Background: an optimization exercise with open tools, aiming at small area. Do not read the settings as production practice.
Only simulation tests tie the RTL to the original design; equivalence was not proved.
Power and IR drop assume default switching activity. No driver is modelled on the clock port, so clocking that relies on it looks cheaper here than on a real chip.

### flow/design.v
package capture_pkg;
  localparam int FRAME_W      = 16;
  localparam int FRAME_H      = 8;
  localparam int FRAME_PIXELS = FRAME_W * FRAME_H;
  localparam int ADDR_W = $clog2(FRAME_PIXELS);
  typedef logic [7:0] pixel_t;
  typedef logic [ADDR_W-1:0] pixel_addr_t;
  typedef enum logic [1:0] {
    CAP_IDLE  = 2'd0,
    CAP_STORE = 2'd1,
    CAP_SEND  = 2'd2,
    CAP_DRAIN = 2'd3
  } capture_state_e;
endpackage
package uart_pkg;
  localparam int CLKS_PER_BIT = 4;
  localparam int DATA_BITS    = 8;
  localparam int FRAME_BITS = DATA_BITS + 2;
  localparam int BAUD_CNT_W = $clog2(CLKS_PER_BIT);
  localparam int BIT_IDX_W  = $clog2(FRAME_BITS);
  typedef logic [DATA_BITS-1:0] uart_byte_t;
  typedef enum logic [1:0] {
    CH_GREEN = 2'd0,
    CH_BLUE  = 2'd1,
    CH_RED   = 2'd2
  } tx_channel_e;
endpackage
`timescale 1ns/100ps
module frame_uart_top (
  input  logic   clk,
  input  logic   uart_reset,
  input  logic   store_req,
  input  logic   send_req,
  input  capture_pkg::pixel_t pixel_in,
  input  logic   pixel_valid,
  output logic   txd,
  output logic   capture_busy,
  output logic   send_done
);
  localparam int NPIX = 128;
  localparam int WP   = 8;             
  localparam int NWP  = NPIX / WP;     
  localparam int DL   = WP - 1;        
  localparam int WPB  = $clog2(WP);
  typedef enum logic [1:0] {
    S_IDLE  = 2'd0,
    S_STORE = 2'd1,
    S_ALIGN = 2'd2,
    S_TX    = 2'd3
  } state_e;
  state_e state;
  logic [7:0] ring [NPIX];
  logic [6:0] ring_pos;
  logic [6:0] pix_idx;
  logic [7:0] dl_data [1:DL];
  logic       dl_pend [1:DL];
  logic       txd_q;
  logic       store_start;
  logic       arrive;
  logic       have;
  logic       aligned;
  logic       wr;
  logic [7:0] wdata;
  logic [DL:0] take;     
  assign store_start = (state == S_IDLE) && !uart_reset && store_req;
  assign arrive      = (state == S_STORE) && !uart_reset && pixel_valid;
  assign aligned     = (ring_pos[WPB-1:0] == '0);
  logic [DL:1] older;    
  always_comb begin
    older[DL] = 1'b0;
    for (int k = DL - 1; k >= 1; k--) begin
      older[k] = older[k+1] || dl_pend[k+1];
    end
    have = arrive;
    for (int k = 1; k <= DL; k++) begin
      take[k] = dl_pend[k] && !older[k];
      have    = have || dl_pend[k];
    end
    take[0] = arrive && !older[1] && !dl_pend[1];
    wdata = {8{take[0]}} & pixel_in;
    for (int k = 1; k <= DL; k++) begin
      wdata = wdata | ({8{take[k]}} & dl_data[k]);
    end
  end
  assign wr = aligned && have;
  always_ff @(posedge clk) begin
    dl_data[1] <= pixel_in;
    dl_pend[1] <= arrive && !(wr && take[0]) && !store_start;
    for (int k = 1; k < DL; k++) begin
      dl_data[k+1] <= dl_data[k];
      dl_pend[k+1] <= dl_pend[k] && !(wr && take[k]) && !store_start;
    end
  end
  always_ff @(posedge clk) begin
    for (int s = 0; s < NPIX; s++) begin
      if ((s % WP) == 0 && wr && ring_pos[6:WPB] == (7-WPB)'(s / WP)) begin
        ring[s] <= ((s / WP) % 2 == 1) ? ~wdata : wdata;
      end else if ((s % WP) == 0) begin
        ring[s] <= ~ring[(s + NPIX - 1) % NPIX];
      end else begin
        ring[s] <= ring[(s + NPIX - 1) % NPIX];
      end
    end
  end
  logic realign;
  logic cap;
  logic hold;
  assign realign = (state == S_ALIGN) && !have && (pix_idx != 7'd0);
  assign cap     = (ring_pos == 7'd0) &&
                   (((state == S_ALIGN) && !have && (pix_idx == 7'd0)) ||
                    ((state == S_TX) && txd_q));
  assign hold    = wr || realign || cap;
  always_ff @(posedge clk) begin
    ring_pos <= (ring_pos + {6'd0, !hold}) & {7{!store_start}};
    pix_idx  <= (pix_idx + {6'd0, arrive || realign || cap}) & {7{!store_start}};
  end
  always_ff @(posedge clk) begin
    if (uart_reset) begin
      state <= S_IDLE;
    end else begin
      case (state)
        S_IDLE: begin
          if (store_req)     state <= S_STORE;
          else if (send_req) state <= S_ALIGN;
        end
        S_STORE: begin
          if (arrive && pix_idx == 7'd127) state <= S_IDLE;
        end
        S_ALIGN: begin
          if (cap) state <= S_TX;
        end
        S_TX: begin
          if (ring_pos == 7'd127 && pix_idx == 7'd0) state <= S_IDLE;
        end
        default: state <= S_IDLE;
      endcase
    end
  end
  logic       slot_last;
  logic       next_bit;
  logic [4:0] slot;
  assign slot      = ring_pos[6:2];
  assign slot_last = (ring_pos[1:0] == 2'd3);
  localparam logic [NPIX-1:0] TAP_INV = {(NPIX/(2*WP)){{WP{1'b1}}, {WP{1'b0}}}};
  always_comb begin
    case (slot)
      5'd5:    next_bit = ring[23][2] ^ TAP_INV[23];
      5'd6:    next_bit = ring[27][3] ^ TAP_INV[27];
      5'd7:    next_bit = ring[31][4] ^ TAP_INV[31];
      5'd16:   next_bit = ring[67][0] ^ TAP_INV[67];
      5'd17:   next_bit = ring[71][1] ^ TAP_INV[71];
      5'd25:   next_bit = ring[103][5] ^ TAP_INV[103];
      5'd26:   next_bit = ring[107][6] ^ TAP_INV[107];
      5'd27:   next_bit = ring[111][7] ^ TAP_INV[111];
      5'd8, 5'd18, 5'd28, 5'd29, 5'd30, 5'd31:
               next_bit = 1'b1;
      default: next_bit = 1'b0;
    endcase
  end
  always_ff @(posedge clk) begin
    if (uart_reset) begin
      txd_q <= 1'b1;
    end else if (cap) begin
      txd_q <= 1'b0;
    end else if (state == S_TX) begin
      if (slot_last) txd_q <= next_bit;
    end else begin
      txd_q <= 1'b1;
    end
  end
  assign txd          = txd_q;
  assign capture_busy = (state != S_IDLE);
  assign send_done    = (state == S_TX) && (ring_pos == 7'd127) && (pix_idx == 7'd0);
endmodule
### flow/flow/run.sh
#!/bin/bash
# Own flow: the standard layout (standard.sh), with three changes:
#  - synthesis maps logic with an area-oriented ABC script (flow/abc_area.script)
#    in place of ORFS's speed script; everything else in synthesis is unchanged,
#    so the registers are the standard synthesis's;
#  - CTS runs without dummy loads;
#  - port buffers use the smallest buffer.
# Each step's full output stays in orfs/logs/, make's own output in *.log here.
set -euo pipefail
here=$(pwd)
rm -rf "$here/scripts_area"
cp -r "$FLOW_HOME/scripts" "$here/scripts_area"
cp "$here/flow/abc_area.script" "$here/scripts_area/abc_speed.script"

bash standard.sh "SCRIPTS_DIR=$here/scripts_area" synth > "$here/make_synth.log" 2>&1

bash standard.sh \
  "CTS_ARGS=-sink_clustering_enable -repair_clock_nets -sink_clustering_size 35 -sink_clustering_max_diameter 100 -buf_list sky130_fd_sc_hd__clkbuf_16 -dont_use_dummy_load" \
  "BUFFER_PORTS_ARGS=-buffer_cell sky130_fd_sc_hd__buf_1" \
  finish > "$here/make_finish.log" 2>&1
### flow/flow/abc_area.script
strash
dch
amap
topo
dnsize -c
### flow/standard.sh
#!/bin/bash
# synth_recipe.tcl (not shown) runs the flow's synth.tcl, then flattens the netlist and writes it again
# the make line also repeats each setting of config.mk as NAME=value (left out here)
make -C /OpenROAD-flow-scripts/flow DESIGN_CONFIG=/design/flow/config.mk WORK_HOME=/design/flow/orfs CLKGATE_MAP_FILE= SYNTH_SCRIPT=/design/flow/synth_recipe.tcl "${@:-finish}"
### flow/config.mk
export PLATFORM = sky130hd
export DESIGN_NAME = frame_uart_top
export DESIGN_NICKNAME = frame_uart_top
export VERILOG_FILES = /design/flow/design.v
export SDC_FILE = /design/flow/constraint.sdc
export NUM_CORES = 4
export LEC_CHECK = 0
export CAP_MARGIN = 20
export CORE_MARGIN = 2
export CORE_UTILIZATION = 70
export CTS_BUF_LIST = sky130_fd_sc_hd__clkbuf_16
export CTS_CLUSTER_DIAMETER = 100
export CTS_CLUSTER_SIZE = 33
export PLACE_DENSITY = 0.8
export SLEW_MARGIN = 20
### flow/constraint.sdc
create_clock -name core_clock -period 10.0 [get_ports {clk}]
set_input_delay 2.0000 -clock core_clock [delete_from_list [all_inputs] [get_ports {clk}]]
set_output_delay 2.0000 -clock core_clock [all_outputs]
set_load 0.01 [all_outputs]
==> results of run 1 <==
==> routing by layer <==
metal,track usage [%],vias to the layer above,wire length (µm)
met1,32.1,5067,18800
met4,8.23,0,1380
met3,3.17,101,1790
li1,-,4988,-
met2,39.8,255,19900
met5,0,-,0
==> layout make-up <==
type	instances	area, µm²
Inverter	57	214
Timing Repair Buffer	28	154
Fill cell	1860	8450
Multi-Input combinational cell	305	1870
Tap cell	455	569
Sequential cell	1104	22100
Clock buffer	37	926
==> worst paths after layout <==
| kind | end | slack (ns) | cells past startpoint |
|---|---|---|---|
| hold / removal | ring[30][7]$_DFF_P_ | 0.28 | 0 |
| setup reg to reg | ring[8][5]$_DFF_P_ | 5.64 | 9 |
| hold reg to reg | ring[30][7]$_DFF_P_ | 0.28 | 0 |
| setup / recovery | ring[8][5]$_DFF_P_ | 4.91 | 8 |
==> cells by family (layout without fill, tap and decap cells) <==
kind of cell | Yosys count | count (layout) | share of synthesized area (%)
AOI/OAI and AO/OA | 193 | 193 | 5.36
adders and majority gates | 4 | 4 | 0.207
DFF | 1104 | 1104 | 91.5
and+or+nand+nor | 108 | 108 | 2.01
buffers and inverters | 57 | 122 | 0.886
==> worst max-delay path: stages <==
cell	delay [ns]
buf_1	0.16
nor2_1	0.27
nor3_1	0.15
nor3_2	0.54
clkinv_1	0.60
nor3_1	1.00
clkinv_1	0.51
o22ai_1	0.32
==> state kept, by name, indices dropped and copies added, names as in the netlist <==
signal / count
dl_data: 56
dl_pend: 7
pix_idx: 7
ring: 1024
ring_pos: 7
state: 2
txd_q: 1
==> layout by cell type, fill, tap and decap left out, drive strengths merged, types with 8 or more instances in the layout <==
master and instances:
dfxtp 1104, o22ai 128, clkinv 57, clkbuf 37, nor2 32, nand2 30, buf 28, nor3 22
o21ai 11, a211oi 10, a221oi 10, nand3 9, a21oi 9, a222oi 8
==> power by group through the flow <==
stage / Clock, mW / Sequential [mW] / Combinational (mW)
floorplan: 0 / 4.89 / 0.213
global placement: 0 / 4.93 / 0.396
detailed placement: 0 / 4.95 / 0.411
CTS: 1.87 / 4.86 / 0.417
global route: 2.02 / 4.89 / 0.447
finish: 1.85 / 4.86 / 0.430
==> metrics.md, run 1 <==
| Metric | Value |
|---|---|
| Top-count cell post-synth | dfxtp_1 |
| # DRC | 0 |
| Synthesized flop and latch total | 1104 |
| DIE HEIGHT | 190 µm |
| Root Driver | clkbuf_16 |
| Distinct cells, synth | 29 |
| Max Clk Rate | 0.196 GHz |
| TritonCTS clock tree | done |
| Final Hold Fails | 0 |
| WP data required | 10.46 ns |
| Total core area | 0.0343 mm² |
| DP HPWL | 23600 µm |
| Tot Pwr | 7.14 mW |
| Min-delay worst type | flip-flop to flip-flop |
| Post-place setup slack | 4.05 ns |
| CTS clock-pin slew for the worst setup and hold paths | 0.12 ns |
| Diode count | 0 |
| Largest net degree at the start of global routing | 36 |
| RR Startpoint | dl_pend[7]$_DFF_P_ |
| Post-synthesis sequential area ratio | 91.5% |
| First-pass GRT wire length | 62600 µm |
| Clk latency of the worst-skew pair | 0.57 ns |
| Final Util | 75.3% |
| Design Area, Final | 0.0258 mm² |
| Netlist Area Pre-Place | 0.0241 mm² |
| Area leader, netlist | dfxtp_1 |
| Routed vias/inst | 5.24 |
| Syn_area_per_cell | 16.5 µm² |
| CP startpoint kind | primary input |
| Clk pwr share | 25.9% |
| Port buffer count | 15 |
| Setup violators final | 0 |
| Via count | 10411 |
| Std-Cell Rows | 68 |
| Yosys warning total | 4 |
| Initial cell density of the core | 70.4% |
| Worst Path Class, Setup | primary input to flip-flop |
| CP Launch Point | uart_reset |
| Hold path start | ring[29][7]$_DFF_P_ |
| Die width | 190 µm |
| WL/cell | 21.1 µm |
| Cells after synthesis | 1466 |
| Initial DRT Pass Iterations | 6 |
| Ys async rst share | 0% |
| Sequential power share | 68.0% |
| Fin cells | 1986 |
| Arrival @ worst endpoint | 5.56 ns |
| Pin slew with the least headroom to its limit | 1.05 ns |
| Total GRT Usage | 23.7% |
| WL final | 41800 µm |
| Vias in the first global route | 10701 |
| Post-synth EDFFs | 0 |
| Clock Sinks | 1104 |
| ANT nets after route | 0 |
| Final worst slack | 4.91 ns |
| Die area | 0.0360 mm² |
| Num CTS Buffers | 37 |
| Clock tree buffer depth | 3 |
| Int Power | 5.51 mW |
| Setup TNS | 0 ns |
| Placer Congestion | 0.852 |
| Final worst path period need | 5.09 ns |
| GRT Residual Overflow | 0 |
| H-tree Lvls | 2 |
| Maxcap violations | 0 |
| Lkg Pwr | 10.1 nW |
| Synth area leaders | dfxtp_1, o22ai_1, clkinv_1 |
| Power density over cell area | 276 mW/mm² |
| Area delta synth->final | 7.00% |
| Relative slew slack | 29.3% |
| Combinational power share | 6.0% |
| Post-CTS Setup Bufs | 0 |
| Slew Viols, Final | 0 |
| DP Cell Count | 1949 |
| Fin nets | 1550 |
| Cts repair resizes | 0 |
| Cell Area, Placed | 0.0249 mm² |
| Main synth FF type | dfxtp_1 |
| Synth top area share | 91.5% |
| Crit-path max FO | 10 |
| Status | complete, no violations |
| Starting DRT DRC Count | 748 |
| Hold slack | 0.283 ns |
| Switching power | 1.63 mW |
| Maximum vdd drop | 0.220 mV |
| Net count after synthesis | 1483 |
| RSZ-0062 raised after global routing | no |
| Setup crit end kind | flip-flop |
| Most instantiated cells after synthesis | dfxtp_1, o22ai_1, clkinv_1 |
| Antenna violations before repair | 0 |
| Sw frac | 22.8% |
| # hold bufs at CTS | 0 |
| I/O pins | 16 |
| Fin crit share | 50.9% |
| Skew final | 0.0596 ns |
| Layout cells sized above 1 | 3.66% |
==> run 2, diff against run 1 <==
--- a/flow/flow/run.sh
+++ b/flow/flow/run.sh
@@ -16,5 +16,5 @@
 
 bash standard.sh \
-  "CTS_ARGS=-sink_clustering_enable -repair_clock_nets -sink_clustering_size 35 -sink_clustering_max_diameter 100 -buf_list sky130_fd_sc_hd__clkbuf_16 -dont_use_dummy_load" \
+  "CTS_ARGS=-sink_clustering_enable -repair_clock_nets -sink_clustering_size 35 -sink_clustering_max_diameter 100 -buf_list sky130_fd_sc_hd__clkbuf_16 -tree_buf sky130_fd_sc_hd__clkbuf_8 -dont_use_dummy_load" \
   "BUFFER_PORTS_ARGS=-buffer_cell sky130_fd_sc_hd__buf_1" \
   finish > "$here/make_finish.log" 2>&1
--- a/flow/config.mk
+++ b/flow/config.mk
@@ -10,6 +10,4 @@
 export CORE_UTILIZATION = 70
 export CTS_BUF_LIST = sky130_fd_sc_hd__clkbuf_16
-export CTS_CLUSTER_DIAMETER = 100
-export CTS_CLUSTER_SIZE = 33
 export PLACE_DENSITY = 0.8
 export SLEW_MARGIN = 20
==> metrics.md, run 2 <==
| Metric | Value |
|---|---|
| Final Util | 75.3% |
| Maximum vdd drop | 0.220 mV |
| Max reg flops | 1024 |
| WL/cell | 21.1 µm |
| Lkg Pwr | 10.1 nW |
| Biggest register | ring |
| Final Hold Fails | 0 |
| Top-count cell post-synth | dfxtp_1 |
| Std-Cell Rows | 68 |
| ANT nets after route | 0 |
| Fillcell total | 1860 |
| Clock tree buffer depth | 3 |
| Die area | 0.0360 mm² |
| WP data required | 10.46 ns |
| Routed vias/inst | 5.24 |
| Worst reg2reg setup slack | 5.64 ns |
| Sw frac | 22.8% |
| Layout cells sized above 1 | 3.66% |
| Hold EP | ring[30][7]$_DFF_P_ |
| Most instantiated cells after synthesis | dfxtp_1, o22ai_1, clkinv_1 |
| I/O pins | 16 |
| Fin crit share | 50.9% |
| Netlist Area Pre-Place | 0.0241 mm² |
| Syn_area_per_cell | 16.5 µm² |
| DIE HEIGHT | 190 µm |
| Hold path depth | 0 |
| Slew Viols, Final | 0 |
| Register Area | 0.0221 mm² |
| Commonest non-fill, non-tap cells in the layout | dfxtp_1, o22ai_1, clkinv_1 |
| Max Clk Rate | 0.196 GHz |
| CP startpoint kind | primary input |
| Fin cells | 1986 |
| Post-synthesis sequential area ratio | 91.5% |
| Status | complete, no violations |
| Post-CTS Setup Bufs | 0 |
| Initial DRT Pass Iterations | 6 |
| CP Launch Point | uart_reset |
| Root Driver | clkbuf_16 |
| Cell Area, Placed | 0.0249 mm² |
| Arrival @ worst endpoint | 5.56 ns |
| Die width | 190 µm |
| Synthesized flop and latch total | 1104 |
| Setup violators final | 0 |
| Initial cell density of the core | 70.4% |
| # hold bufs at CTS | 0 |
| Most common cell after layout, fill and taps aside | dfxtp_1 |
| Cells after synthesis | 1466 |
| Synth area leaders | dfxtp_1, o22ai_1, clkinv_1 |
| WL final | 41800 µm |
| GRT Residual Overflow | 0 |
| Sequential power share | 68.0% |
| TritonCTS clock tree | done |
| CTS clock-pin slew for the worst setup and hold paths | 0.12 ns |
| # DRC | 0 |
| Vias in the first global route | 10701 |
| Switching power | 1.63 mW |
| Area delta synth->final | 7.00% |
| Biggest registers after layout | ring: 1024 flops, dl_data: 56 flops |
| Combinational power share | 6.0% |
| Worst Path Class, Setup | primary input to flip-flop |
| Clock Sinks | 1104 |
| DP Cell Count | 1949 |
| Net count after synthesis | 1483 |
| Post-synth EDFFs | 0 |
| Starting DRT DRC Count | 748 |
| Diode count | 0 |
| Cts repair resizes | 0 |
| RSZ-0062 raised after global routing | no |
| Power density over cell area | 276 mW/mm² |
| H-tree Lvls | 2 |
| Min-delay worst type | flip-flop to flip-flop |
| Fin nets | 1550 |
| Hold path start | ring[29][7]$_DFF_P_ |
| Synth top area share | 91.5% |
| Final worst path period need | 5.09 ns |
| Clk latency of the worst-skew pair | 0.57 ns |
| Design Area, Final | 0.0258 mm² |
| Main synth FF type | dfxtp_1 |
| Total GRT Usage | 23.7% |
| Setup crit end kind | flip-flop |
| Antenna violations before repair | 0 |
| Yosys warning total | 4 |
| Skew final | 0.0596 ns |
| Setup TNS | 0 ns |
| Placer Congestion | 0.852 |
| Pin slew with the least headroom to its limit | 1.05 ns |
| Port buffer count | 15 |
| Largest net degree at the start of global routing | 36 |
| Total core area | 0.0343 mm² |
| Crit-path max FO | 10 |
| Via count | 10411 |
| Int Power | 5.51 mW |
| Footprint of the multi-input gates | 0.00187 mm² |
| Capturing point of the worst reg2reg path | ring[8][5]$_DFF_P_ |
| DP HPWL | 23600 µm |
| RR Startpoint | dl_pend[7]$_DFF_P_ |
| Maxcap violations | 0 |
| Area leader, netlist | dfxtp_1 |
| Relative slew slack | 29.3% |
| Ys async rst share | 0% |
| R2R depth | 9 |
| Num CTS Buffers | 37 |
| Distinct cells, synth | 29 |
| Clk pwr share | 25.9% |
| First-pass GRT wire length | 62600 µm |
==> run 2: power groups by stage <==
stage | combinational, mW | clock, mW | sequential [mW]
after global placement | 0.396 | 0 | 4.93
after detailed placement | 0.411 | 0 | 4.95
after floorplan | 0.213 | 0 | 4.89
final | 0.430 | 1.85 | 4.86
after global routing | 0.447 | 2.02 | 4.89
after CTS | 0.417 | 1.87 | 4.86
==> run 2: layer usage <==
layer  GRT usage [%]  vias up  share of wire, %
li1                -     4988                 -
met1            32.1     5067                45
met2            39.8      255                48
met3            3.17      101               4.3
met4            8.23        0               3.3
met5               0        -                 0
==> run 2: kinds of logic (layout without fill, tap and decap cells) <==
kind of cell    Yosys count  in the layout  synth area share [%]
compound gates          193            193                  5.36
fa+ha+maj                 4              4                 0.207
buf+inv                  57            122                 0.886
flops                  1104           1104                  91.5
simple gates            108            108                  2.01
==> run 2: worst max-delay path, stage by stage <==
cell and delay (ns):
buf_1 0.16, nor2_1 0.27, nor3_1 0.15, nor3_2 0.54
clkinv_1 0.60, nor3_1 1.00, clkinv_1 0.51, o22ai_1 0.32
==> run 2: worst max path at each step <==
stage                     endpoint
6_report        ring[8][5]$_DFF_P_
5_1_grt        ring[80][5]$_DFF_P_
4_1_cts         ring[8][5]$_DFF_P_
3_5_place_dp    ring[8][5]$_DFF_P_
3_3_place_gp   ring[80][6]$_DFF_P_
2_1_floorplan  ring[96][2]$_DFF_P_
==> run 2: layout make-up <==
class / count / share of cell area [%]
inverter: 57 / 0.828
sequential: 1104 / 85.5
timing repair buffer: 28 / 0.596
multi-input combinational: 305 / 7.24
clock buffer: 37 / 3.58
tap: 455 / 2.20
==> run 2: through the flow <==
stage / hold WS [ns] / setup slack, ns / total power [mW]
floorplan: 0.310 / 5.20 / 5.10
global placement: 0.310 / 4.36 / 5.33
detailed placement: 0.312 / 4.05 / 5.36
CTS: 0.288 / 4.53 / 7.15
global route: 0.292 / 4.77 / 7.35
finish: 0.283 / 4.91 / 7.14
==> run 3, diff against run 2 <==
--- a/flow/flow/run.sh
+++ b/flow/flow/run.sh
@@ -16,5 +16,5 @@
 
 bash standard.sh \
-  "CTS_ARGS=-sink_clustering_enable -repair_clock_nets -sink_clustering_size 35 -sink_clustering_max_diameter 100 -buf_list sky130_fd_sc_hd__clkbuf_16 -tree_buf sky130_fd_sc_hd__clkbuf_8 -dont_use_dummy_load" \
+  "CTS_ARGS=-sink_clustering_enable -repair_clock_nets -sink_clustering_size 35 -sink_clustering_max_diameter 100 -buf_list sky130_fd_sc_hd__clkbuf_16 -sink_clustering_levels 1 -dont_use_dummy_load" \
   "BUFFER_PORTS_ARGS=-buffer_cell sky130_fd_sc_hd__buf_1" \
   finish > "$here/make_finish.log" 2>&1
==> metrics.md, run 3 <==
| Metric | Value |
|---|---|
| TritonCTS clock tree | done |
| Placer Congestion | 0.852 |
| # DRC | 0 |
| Top-count cell post-synth | dfxtp_1 |
| Area leader, netlist | dfxtp_1 |
| H-tree Lvls | 2 |
| Most common cell after layout, fill and taps aside | dfxtp_1 |
| Fillcell total | 1860 |
| Post-synthesis sequential area ratio | 91.5% |
| Crit-path max FO | 10 |
| Port buffer count | 15 |
| Arrival @ worst endpoint | 5.56 ns |
| Synth area leaders | dfxtp_1, o22ai_1, clkinv_1 |
| Final Hold Fails | 0 |
| Clock Sinks | 1104 |
| Fin cells | 1986 |
| Area delta synth->final | 7.00% |
| Fin crit share | 50.9% |
| Max reg flops | 1024 |
| Power density over cell area | 276 mW/mm² |
| Distinct cells, synth | 29 |
| Most instantiated cells after synthesis | dfxtp_1, o22ai_1, clkinv_1 |
| # hold bufs at CTS | 0 |
| Synth top area share | 91.5% |
| Biggest register | ring |
| Slowest cell on the critical path | nor3_1 |
| Clk latency of the worst-skew pair | 0.57 ns |
| Die width | 190 µm |
| Crit path buf inv count | 3 |
| Clock tree buffer depth | 3 |
| Maxcap violations | 0 |
| Pin slew with the least headroom to its limit | 1.05 ns |
| Cts repair resizes | 0 |
| Maximum vdd drop | 0.220 mV |
| Ys async rst share | 0% |
| Antenna violations before repair | 0 |
| Vias in the first global route | 10701 |
| Main synth FF type | dfxtp_1 |
| Biggest registers after layout | ring: 1024 flops, dl_data: 56 flops |
| Hold slack | 0.283 ns |
| Max Clk Rate | 0.196 GHz |
| Initial cell density of the core | 70.4% |
| Root Driver | clkbuf_16 |
| Netlist Area Pre-Place | 0.0241 mm² |
| Register Area | 0.0221 mm² |
| Fin nets | 1550 |
| Total core area | 0.0343 mm² |
| Std-Cell Rows | 68 |
| Relative slew slack | 29.3% |
| Net count after synthesis | 1483 |
| Cells after synthesis | 1466 |
| Num CTS Buffers | 37 |
| Diode count | 0 |
| Min-delay worst type | flip-flop to flip-flop |
| Routed vias/inst | 5.24 |
| Initial DRT Pass Iterations | 6 |
| Crit path cell chain | buf_1 > nor2_1 > nor3_1 > nor3_2 > clkinv_1 > nor3_1 > clkinv_1 > o22ai_1 |
| Setup crit end kind | flip-flop |
| Worst Path Class, Setup | primary input to flip-flop |
| Die area | 0.0360 mm² |
| Total GRT Usage | 23.7% |
| Post-CTS Setup Bufs | 0 |
| WL final | 41800 µm |
| Post-synth EDFFs | 0 |
| Via count | 10411 |
| Final worst path period need | 5.09 ns |
| Delay-heaviest family, CP | simple AND/OR/NAND/NOR gates |
| Status | complete, no violations |
| Yosys warning total | 4 |
| GRT Residual Overflow | 0 |
| DIE HEIGHT | 190 µm |
| CP startpoint kind | primary input |
| DP HPWL | 23600 µm |
| Starting DRT DRC Count | 748 |
| Setup TNS | 0 ns |
| Layout cells sized above 1 | 3.66% |
| Crit path largest cell delay | 1.00 ns |
| ANT nets after route | 0 |
| Synthesized flop and latch total | 1104 |
| CTS clock-pin slew for the worst setup and hold paths | 0.12 ns |
| I/O pins | 16 |
| Largest net degree at the start of global routing | 36 |
| Commonest non-fill, non-tap cells in the layout | dfxtp_1, o22ai_1, clkinv_1 |
| WP data required | 10.46 ns |
| WL/cell | 21.1 µm |
| DP Cell Count | 1949 |
| First-pass GRT wire length | 62600 µm |
| Lkg Pwr | 10.1 nW |
| Syn_area_per_cell | 16.5 µm² |
| Setup violators final | 0 |
| RSZ-0062 raised after global routing | no |
| Footprint of the multi-input gates | 0.00187 mm² |
| Skew final | 0.0596 ns |
| Slew Viols, Final | 0 |
[run 3: cell counts after synthesis]
No cell type changed its count.
[run 3: final timing paths]
path                                          start             endpoint  slack (ns)  depth (start not counted)
worst max-delay path                     uart_reset   ring[8][5]$_DFF_P_        4.91                          8
worst max register to register   dl_pend[7]$_DFF_P_   ring[8][5]$_DFF_P_        5.64                          9
worst min register to register  ring[29][7]$_DFF_P_  ring[30][7]$_DFF_P_        0.28                          0
worst min-delay path            ring[29][7]$_DFF_P_  ring[30][7]$_DFF_P_        0.28                          0
[run 3: cell families after synthesis]
group	after synthesis	share of synthesized area, %
and+or+nand+nor	108	2.01
buffers and inverters	57	0.886
DFF	1104	91.5
adders and majority gates	4	0.207
AOI/OAI and AO/OA	193	5.36
[run 3: metrics by stage]
| step | power [mW] | util, % | area, µm² | setup slack [ns] |
|---|---|---|---|---|
| detailed placement | 5.36 | 72.6 | 24900 | 4.05 |
| finish | 7.14 | 75.3 | 25800 | 4.91 |
| global route | 7.35 | 75.3 | 25800 | 4.77 |
| global placement | 5.33 | 72.6 | 24900 | 4.36 |
| CTS | 7.15 | 75.3 | 25800 | 4.53 |
| floorplan | 5.10 | - | 24100 | 5.20 |
[run 3: worst reg2reg max path, cell delays in order (launching register included)]
cell      delay (ns)
dfxtp_1         0.66
clkinv_1        0.17
nand3_1         0.15
or3_1           0.20
nor3_1          0.11
nor3_2          0.54
clkinv_1        0.60
nor3_1          1.00
clkinv_1        0.51
o22ai_1         0.32
[run 3: final cells by class]
type	count	area share [%]
multi-input combinational	305	7.24
inverter	57	0.828
tap	455	2.20
clock buffer	37	3.58
sequential	1104	85.5
timing repair buffer	28	0.596
[run 3: where the power goes]
group | leakage [nW] | total, mW | switching, mW | internal (mW)
sequential | 9.08 | 4.86 | 0.132 | 4.73
combinational | 0.561 | 0.430 | 0.321 | 0.109
clock | 0.456 | 1.85 | 1.17 | 0.678
total | 10.1 | 7.14 | 1.63 | 5.51
[run 3: layer usage]
layer  global-route usage (%)  vias to the layer above  wire length [µm]
li1                         -                     4988                 -
met1                     32.1                     5067             18800
met2                     39.8                      255             19900
met5                        0                        -                 0
met4                     8.23                        0              1380
met3                     3.17                      101              1790

## static timing again, ports no longer ideal
The results above use ideal ports. As a check the final layouts listed here were re-extracted and re-timed, cells and wires unchanged.
Step 1 sets driving cells, clkbuf_16 on the clock port and buf_2 on the other inputs (assumed; they add their load-dependent delay and slew).
Step 2 moves the port delays by t, midway between the first and last clock arrival at a register: inputs arrive t later, outputs are due t later. That takes back most of the time a late clock gives input paths.
Three values: ideal ports, drivers, drivers and shift; two values: the first two.
run | t (ns) | setup WS [ns] | clock arrival spread, ns | worst data-port slew with drivers (ns)
run 1 | 0.594 | 4.908 / 4.936 / 4.342 | 0.060 / 0.060 | 0.03
run 2 | 0.594 | 4.908 / 4.936 / 4.342 | 0.060 / 0.060 | 0.03
run 3 | 0.594 | 4.908 / 4.936 / 4.342 | 0.060 / 0.060 | 0.03
After both steps setup and hold are still met in every run listed.
